Background: an optimization exercise with open tools, aiming at small area, a short achievable clock period and few clock cycles per item. Do not read the settings as production practice.
In this exercise RTL edits were held to simulation tests only and were not proved equivalent to the original.

==> flow/design.v, too long to show whole: its modules and the start of the top module <==
// module mdu_param: 1039 lines
module mdu_param #(
    parameter int WIDTH       = 32,
    parameter int MULT_CYCLES = 5,
    parameter int DIV_CYCLES  = 10
) (
    input  logic             clk,
    input  logic             reset,
    input  logic             req,
    input  logic [WIDTH-1:0] in_a,
    input  logic [WIDTH-1:0] in_b,
    input  logic [3:0]       MDUOp,
    input  logic             start,
    output logic [WIDTH-1:0] data_hi,
    output logic [WIDTH-1:0] data_lo,
    output logic             busy
);
  // ...
==> flow/flow/run.sh <==
#!/bin/bash
set -euo pipefail
cd "$(dirname "$0")/.."
bash standard.sh \
  "BUFFER_PORTS_ARGS=-buffer_cell sky130_fd_sc_hd__buf_2" \
  SETUP_SLACK_MARGIN=71 \
  finish > standard_flow.log 2>&1
==> flow/standard.sh <==
#!/bin/bash
# synth_recipe.tcl (not shown) runs the flow's synth.tcl, then flattens the netlist and writes it again
# the make line also repeats each setting of config.mk as NAME=value (left out here)
make -C /OpenROAD-flow-scripts/flow DESIGN_CONFIG=/design/flow/config.mk WORK_HOME=/design/flow/orfs CLKGATE_MAP_FILE= SYNTH_SCRIPT=/design/flow/synth_recipe.tcl "${@:-finish}"
==> flow/config.mk <==
export PLATFORM = sky130hd
export DESIGN_NAME = mdu_param
export DESIGN_NICKNAME = mdu_param
export VERILOG_FILES = /design/flow/design.v
export SDC_FILE = /design/flow/constraint.sdc
export NUM_CORES = 4
export LEC_CHECK = 0
export ABC_AREA = 1
export CAP_MARGIN = 20
export CORE_MARGIN = 2
export CORE_UTILIZATION = 40
export SLEW_MARGIN = 20
export TNS_END_PERCENT = 0
==> flow/constraint.sdc <==
create_clock -name core_clock -period 90.0 [get_ports {clk}]
set_input_delay 18.0000 -clock core_clock [delete_from_list [all_inputs] [get_ports {clk}]]
set_output_delay 18.0000 -clock core_clock [all_outputs]
set_load 0.01 [all_outputs]
==> results.yml, run 1 <==
synth:
  yosysMostFrequentCell: "nand2_1"
  async_flop_share_pct: 0
  synth_area_um2: 31600
  ys_seq_area_share_pct: 12.7
timing:
  max-slew-margin-rel_pct: 11.2
  slew_viol_final: 0
  fin_skew_ps: 17.9
  hold_violations: 0
  tightest_slew_ps: 1320
cells_and_area:
  drive_above_1_share_pct: 8.93
  final-clk-cell-share_pct: 1.74
  antenna_cells: 0
  final.clkbuf_count: 18
  bufAreaShareNonClock_pct: 4.61
  seqCellArea_um2: 4150
setup_path:
  r2r-start: "x_q[0]"
  worst_path_largest_cell_delay_ps: 290
floorplanning:
  nWellTaps: 1050
placement:
  portBuffers: 136
  routabilityCongestion: 1.05
  pre_cts_slack_ps: 69790
cts:
  cts_resized: 15
  clkLatencyLatePin_ps: 500
status:
  status: "no timing/DRC/antenna violations"
detailed_routing:
  wl_met1_um: 54700
global_routing:
  track_usage_pct: 36.2
Testbench counts, summed over its fixed seeds: cycles 77,154, items 24,000.
==> inputs of run 2 (changes only) <==
==> flow/flow/run.sh (replaced) <==
#!/bin/bash
set -euo pipefail
cd "$(dirname "$0")/.."
bash standard.sh \
  "BUFFER_PORTS_ARGS=-buffer_cell sky130_fd_sc_hd__buf_2" \
  finish > standard_flow.log 2>&1
--- a/flow/config.mk
+++ b/flow/config.mk
@@ -10,4 +10,3 @@
 export CORE_MARGIN = 2
 export CORE_UTILIZATION = 40
 export SLEW_MARGIN = 20
-export TNS_END_PERCENT = 0
==> results.yml, run 2 <==
synth:
  yosys_most_used_dff: "dfxtp_1"
  synthXorXnorAreaFrac_pct: 9.71
  synth_area_leader_cell: "fa_1"
  synthTopCellsByCount: "nand2_1, inv_1, nor2_1"
  syn-num-nets: 5043
  synth_edf_count: 41
  synth_mux_area_share_pct: 0.0317
  synth_compound_area_share_pct: 16.9
  synth-seq-cells: 180
  synth.avg_cell_area_um2: 7.06
  yosysUniqueCellTypes: 55
  postSynthCellCount: 4473
  synth_area_um2: 31600
  synthAdderAreaFrac_pct: 28.0
  ys_seq_area_share_pct: 12.7
  yosysMostFrequentCell: "nand2_1"
  netlist.area_leader.share_pct: 22.1
  async_flop_share_pct: 0
  ys_warn_count: 1
  synthSimpleGateAreaFrac_pct: 21.2
  synth_area_leaders: "fa_1, nand2_1, xor2_1"
  synth_top_family_by_area: "adder cells"
setup_path:
  crit_top_cell: "nor2_1"
  worst_path_largest_cell_delay_ps: 810
  path_class: "input pin to flop"
  cp.arrival_ps: 21000
  cp_max_fo: 32
  cp-end-kind: "flop"
  required_ps: 90340
  critical_path.top_delay_family: "simple AND/OR/NAND/NOR gates"
  crit_slowest_cell: "nand3_2"
  path_buf_inv: 3
  path_cells: "buf_2 -> nor2_1 -> inv_1 -> nor4_1 -> inv_1 -> nand3_2 -> nor2_1 -> nor2_1 -> nor2_1"
  worst_setup_path_start_kind: "input pin"
placement:
  dp.cells: 5457
  portBuffers: 136
  hpwl_um: 110000
  pre_cts_slack_ps: 68950
  place_area_um2: 33100
  routabilityCongestion: 1.07
detailed_routing:
  drc: 0
  drt-initial-drc-count: 4260
  antenna_left: 0
  routed_via_density: 5.97
  drtPass1Iterations: 6
  wirelength_um: 145000
  post_drt_wl_per_cell_um: 26.4
  route.vias.total: 32800
cts:
  cts_resized: 0
  post-cts-setup-buffers: 0
  clkLatencyLatePin_ps: 480
  cts_buffer_depth: 2
  cts-root-buf: "clkbuf_16"
  cts_hold_buf: 0
  cts_buffers: 17
  cts_max_level: 4
  cts_tree: "yes"
  clk_pin_slew_ps: 80
  cts_sinks: 180
global_routing:
  grt-ovfl-total: 0
  grt_max_degree: 70
  track_usage_pct: 35.2
  grt_pass1_vias: 31100
  antenna_found_initial: 1
  grt_pass1_wl_um: 210000
timing:
  slew_viol_final: 0
  max-slew-margin-rel_pct: 22.7
  hold_violations: 0
  worst_slack_ps: 69350
  rsz0062_at_grt: "false"
  fin_tns_setup_ps: 0
  post-route-min-period_ps: 20650
  fin_crit_sh_pct: 22.9
  setup_violations: 0
  max_freq_mhz: 48.4
  tightest_slew_ps: 1150
  fin_skew_ps: 17.8
min_path:
  hold_path.class: "flop to flop"
cells_and_area:
  largestRegisters: "u_q x35, x_q x34"
  layout_common_cells: "nand2_1, inv_1, nor2_1, fa_1, xor2_1"
  drive_above_1_share_pct: 6.78
  antenna_cells: 0
  final_cells: 5490
  top_register: "u_q"
  layout_commonest_cell: "nand2_1"
  syn2layout_area_growth_pct: 6.83
  fin_util_pct: 42.9
  n_fill_cell: 8201
  largest_reg_flops: 35
  final_cell_area_um2: 33700
  finalNetCount: 4997
floorplanning:
  core_area_um2: 78600
  fp-row-count: 103
  start_util_pct: 40.2
  die_area_um2: 81200
  die_w_um: 285
  io_pins: 137
  fp.dieH_um: 285
job:
  maxCapViolations: 0
status:
  status: "no timing/DRC/antenna violations"
[run 2: cell counts after synthesis]
Identical to the previous run, type by type.
[run 2: layout make-up]
class	count	area [µm²]	share of cell area (%)
Sequential cell	180	4020	11.9
Clock inverter	14	184	0.545
Timing Repair Buffer	211	1280	3.78
Clock buffer	18	429	1.27
Tap cell	1050	1310	3.90
Multi-Input combinational cell	3362	24000	71.3
Inverter	655	2460	7.30
[run 2: worst min-delay path, delay by kind of cell (launching register included)]
family / cells / cell delay (ps)
and+or+nand+nor: 2 / 110
DFF: 1 / 310
[run 2: cell families after synthesis]
family                   Yosys count
AO/OA/AOI/OAI                    922
XOR/XNOR                         350
adder cells (fa/ha/maj)          499
buffers and inverters            931
flip-flops                       180
multiplexers                       1
AND/OR/NAND/NOR                 1590
[run 2: metrics by stage]
step / hold slack (ps)
2_1_floorplan: 419
3_3_place_gp: 434
3_5_place_dp: 439
4_1_cts: 455
5_1_grt: 487
6_report: 455
[run 2: worst paths after layout]
check | startpoint | endpoint | slack, ps | depth (start not counted)
min | x_q[33] | x_q[33] | 450 | 2
max | req | hi_q[0] | 69350 | 9
max reg2reg | x_q[5] | lo_q[31] | 72380 | 85
min reg2reg | x_q[33] | x_q[33] | 450 | 2
[run 2: metal layers]
| layer | part of all wire, % | global-route usage (%) |
|---|---|---|
| met2 | 42 | 52.2 |
| met4 | 9.1 | 26.5 |
| met1 | 37 | 44.5 |
| met3 | 12 | 8.26 |
| met5 | 0 | 0 |
==> inputs of run 3 (changes only) <==
==> flow/run.sh (new file) <==
#!/bin/bash
# synth_recipe.tcl (not shown) runs the flow's synth.tcl, then flattens the netlist and writes it again
# the make line also repeats each setting of config.mk as NAME=value (left out here)
make -C /OpenROAD-flow-scripts/flow DESIGN_CONFIG=/design/flow/config.mk WORK_HOME=/design/flow/orfs CLKGATE_MAP_FILE= SYNTH_SCRIPT=/design/flow/synth_recipe.tcl finish
removed: flow/flow/run.sh
removed: flow/standard.sh
==> results.yml, run 3 <==
setup_path:
  ff2ff_path_depth: 82
  critPathLaunch: "req"
  cp-end-kind: "flop"
  endpoint: "hi_q[2]"
  r2r-start: "x_q[0]"
  worst_setup_path_start_kind: "input pin"
  cp_max_fo: 32
  r2r_slack_ps: 71660
  r2r_end: "lo_q[31]"
  required_ps: 90350
  path_class: "input pin to flop"
  cp.arrival_ps: 20650
cts:
  cts_buffer_depth: 2
  cts-root-buf: "clkbuf_16"
  clkLatencyLatePin_ps: 480
  cts_tree: "yes"
  cts_buffers: 17
  cts_hold_buf: 0
  cts_max_level: 4
  post-cts-setup-buffers: 0
  cts_resized: 0
  cts_sinks: 180
  clk_pin_slew_ps: 90
global_routing:
  grt_max_degree: 79
  grt_pass1_wl_um: 215000
  grt_pass1_vias: 31400
  track_usage_pct: 36.2
  antenna_found_initial: 1
  grt-ovfl-total: 0
floorplanning:
  fp.dieH_um: 285
  fp-row-count: 103
  core_area_um2: 78600
  io_pins: 137
  die_w_um: 285
  start_util_pct: 40.2
  die_area_um2: 81200
synth:
  synth_edf_count: 41
  syn-num-nets: 5043
  synthTopCellsByCount: "nand2_1, inv_1, nor2_1"
  synth_area_um2: 31600
  yosysMostFrequentCell: "nand2_1"
  netlist.area_leader.share_pct: 22.1
  synth_area_leaders: "fa_1, nand2_1, xor2_1"
  synth.avg_cell_area_um2: 7.06
  ys_seq_area_share_pct: 12.7
  async_flop_share_pct: 0
  postSynthCellCount: 4473
  yosysUniqueCellTypes: 55
  yosys_most_used_dff: "dfxtp_1"
  synth_area_leader_cell: "fa_1"
  ys_warn_count: 1
  synth-seq-cells: 180
cells_and_area:
  syn2layout_area_growth_pct: 9.11
  largestRegisters: "u_q x35, x_q x34"
  drive_above_1_share_pct: 3.85
  final_cells: 5494
  top_register: "u_q"
  largest_reg_flops: 35
  finalNetCount: 5000
  layout_common_cells: "nand2_1, inv_1, nor2_1, fa_1, xor2_1"
  layout_commonest_cell: "nand2_1"
status:
  status: "no timing/DRC/antenna violations"
detailed_routing:
  drc: 0
  post_drt_wl_per_cell_um: 27.1
  antenna_left: 0
  drtPass1Iterations: 7
  route.vias.total: 32900
  routed_via_density: 5.98
  drt-initial-drc-count: 4290
  wirelength_um: 149000
timing:
  hold_violations: 0
  fin_tns_setup_ps: 0
  max_freq_mhz: 49.3
  fin_crit_sh_pct: 22.6
  rsz0062_at_grt: "false"
  post-route-min-period_ps: 20300
  max-slew-margin-rel_pct: 21.4
  slew_viol_final: 0
  setup_violations: 0
  tightest_slew_ps: 1170
  fin_skew_ps: 22.0
placement:
  routabilityCongestion: 1.04
  portBuffers: 136
  dp.cells: 5460
  hpwl_um: 113000
min_path:
  hold_path.class: "flop to flop"
job:
  maxCapViolations: 0
[run 3: how the worst min path moves through the flow]
| stage | start | end | cells past startpoint |
|---|---|---|---|
| 3_3_place_gp | x_q[33] | x_q[33] | 2 |
| 2_1_floorplan | x_q[33] | x_q[33] | 2 |
| 5_1_grt | x_q[33] | x_q[33] | 2 |
| 3_5_place_dp | x_q[33] | x_q[33] | 2 |
| 6_report | x_q[33] | x_q[33] | 2 |
| 4_1_cts | x_q[33] | x_q[33] | 2 |
[run 3: metrics by stage]
stage	cell area [µm²]	hold WS, ps	utilization (%)	setup slack [ps]
after global routing	34400	480	43.8	69490
after detailed placement	33800	437	43.0	69010
after CTS	34400	454	43.8	69530
final	34400	457	43.8	69700
after global placement	33800	432	43.0	69080
after floorplan	31600	419	-	70510
[run 3: critical path, stage by stage]
cell,delay (ps)
clkdlybuf4s50_1,490
nor2_1,240
inv_1,60
nor4_1,640
inv_1,100
buf_4,260
nand3_2,570
nor2_1,80
nor2_1,130
nor2_1,50
[run 3: final cells by class]
| cell class | instances | area (µm²) |
|---|---|---|
| Tap cell | 1050 | 1310 |
| Antenna cell | 1 | 2.50 |
| Fill cell | 8315 | 44200 |
| Sequential cell | 180 | 4020 |
| Multi-Input combinational cell | 3362 | 24000 |
| Timing Repair Buffer | 214 | 1970 |
| Clock buffer | 17 | 425 |
| Inverter | 655 | 2460 |
| Clock inverter | 15 | 209 |
[run 3: routing by layer]
layer	vias up	routed length, µm	global-route usage, %
li1	14500	-	-
met1	15700	56300	46.5
met2	2198	62900	54.1
met3	471	17600	8.54
met4	0	12000	24.1
met5	-	0	0
[run 3: kinds of logic after synthesis]
group | after synthesis | share of synthesized area (%)
multiplexers | 1 | 0.0317
AND/OR/NAND/NOR | 1590 | 21.2
adder cells (fa/ha/maj) | 499 | 28.0
buffers and inverters | 931 | 11.4
flip-flops | 180 | 12.7
AO/OA/AOI/OAI | 922 | 16.9
XOR/XNOR | 350 | 9.71

==> what the ideal ports hide <==
In the flow no input, the clock included, has a driving cell. The finished layouts below were timed again as built, in two steps. Step 1 sets driving cells, clkbuf_16 on the clock port and buf_2 on the other inputs (assumed; they add their load-dependent delay and slew). Step 2 moves the port delays by t, midway between the first and last clock arrival at a register: inputs arrive t later, outputs are due t later. That takes back most of the time a late clock gives input paths. Slacks: no drivers / after step 1 / after step 2; pairs: no drivers / after step 1.
run | t (ns) | setup slack, ns | slew at the worst register clock pin (ns)
run 1 | 0.550 | 70.916 / 70.871 / 70.375 | 0.09 / 0.09
run 2 | 0.536 | 69.345 / 69.355 / 68.819 | 0.09 / 0.09
run 3 | 0.531 | 69.699 / 69.693 / 69.162 | 0.09 / 0.09
After both steps every run listed still meets setup and hold. The setup slack of run 1, which loses most, moves by -0.045 ns with the drivers and by -0.541 ns with both steps.
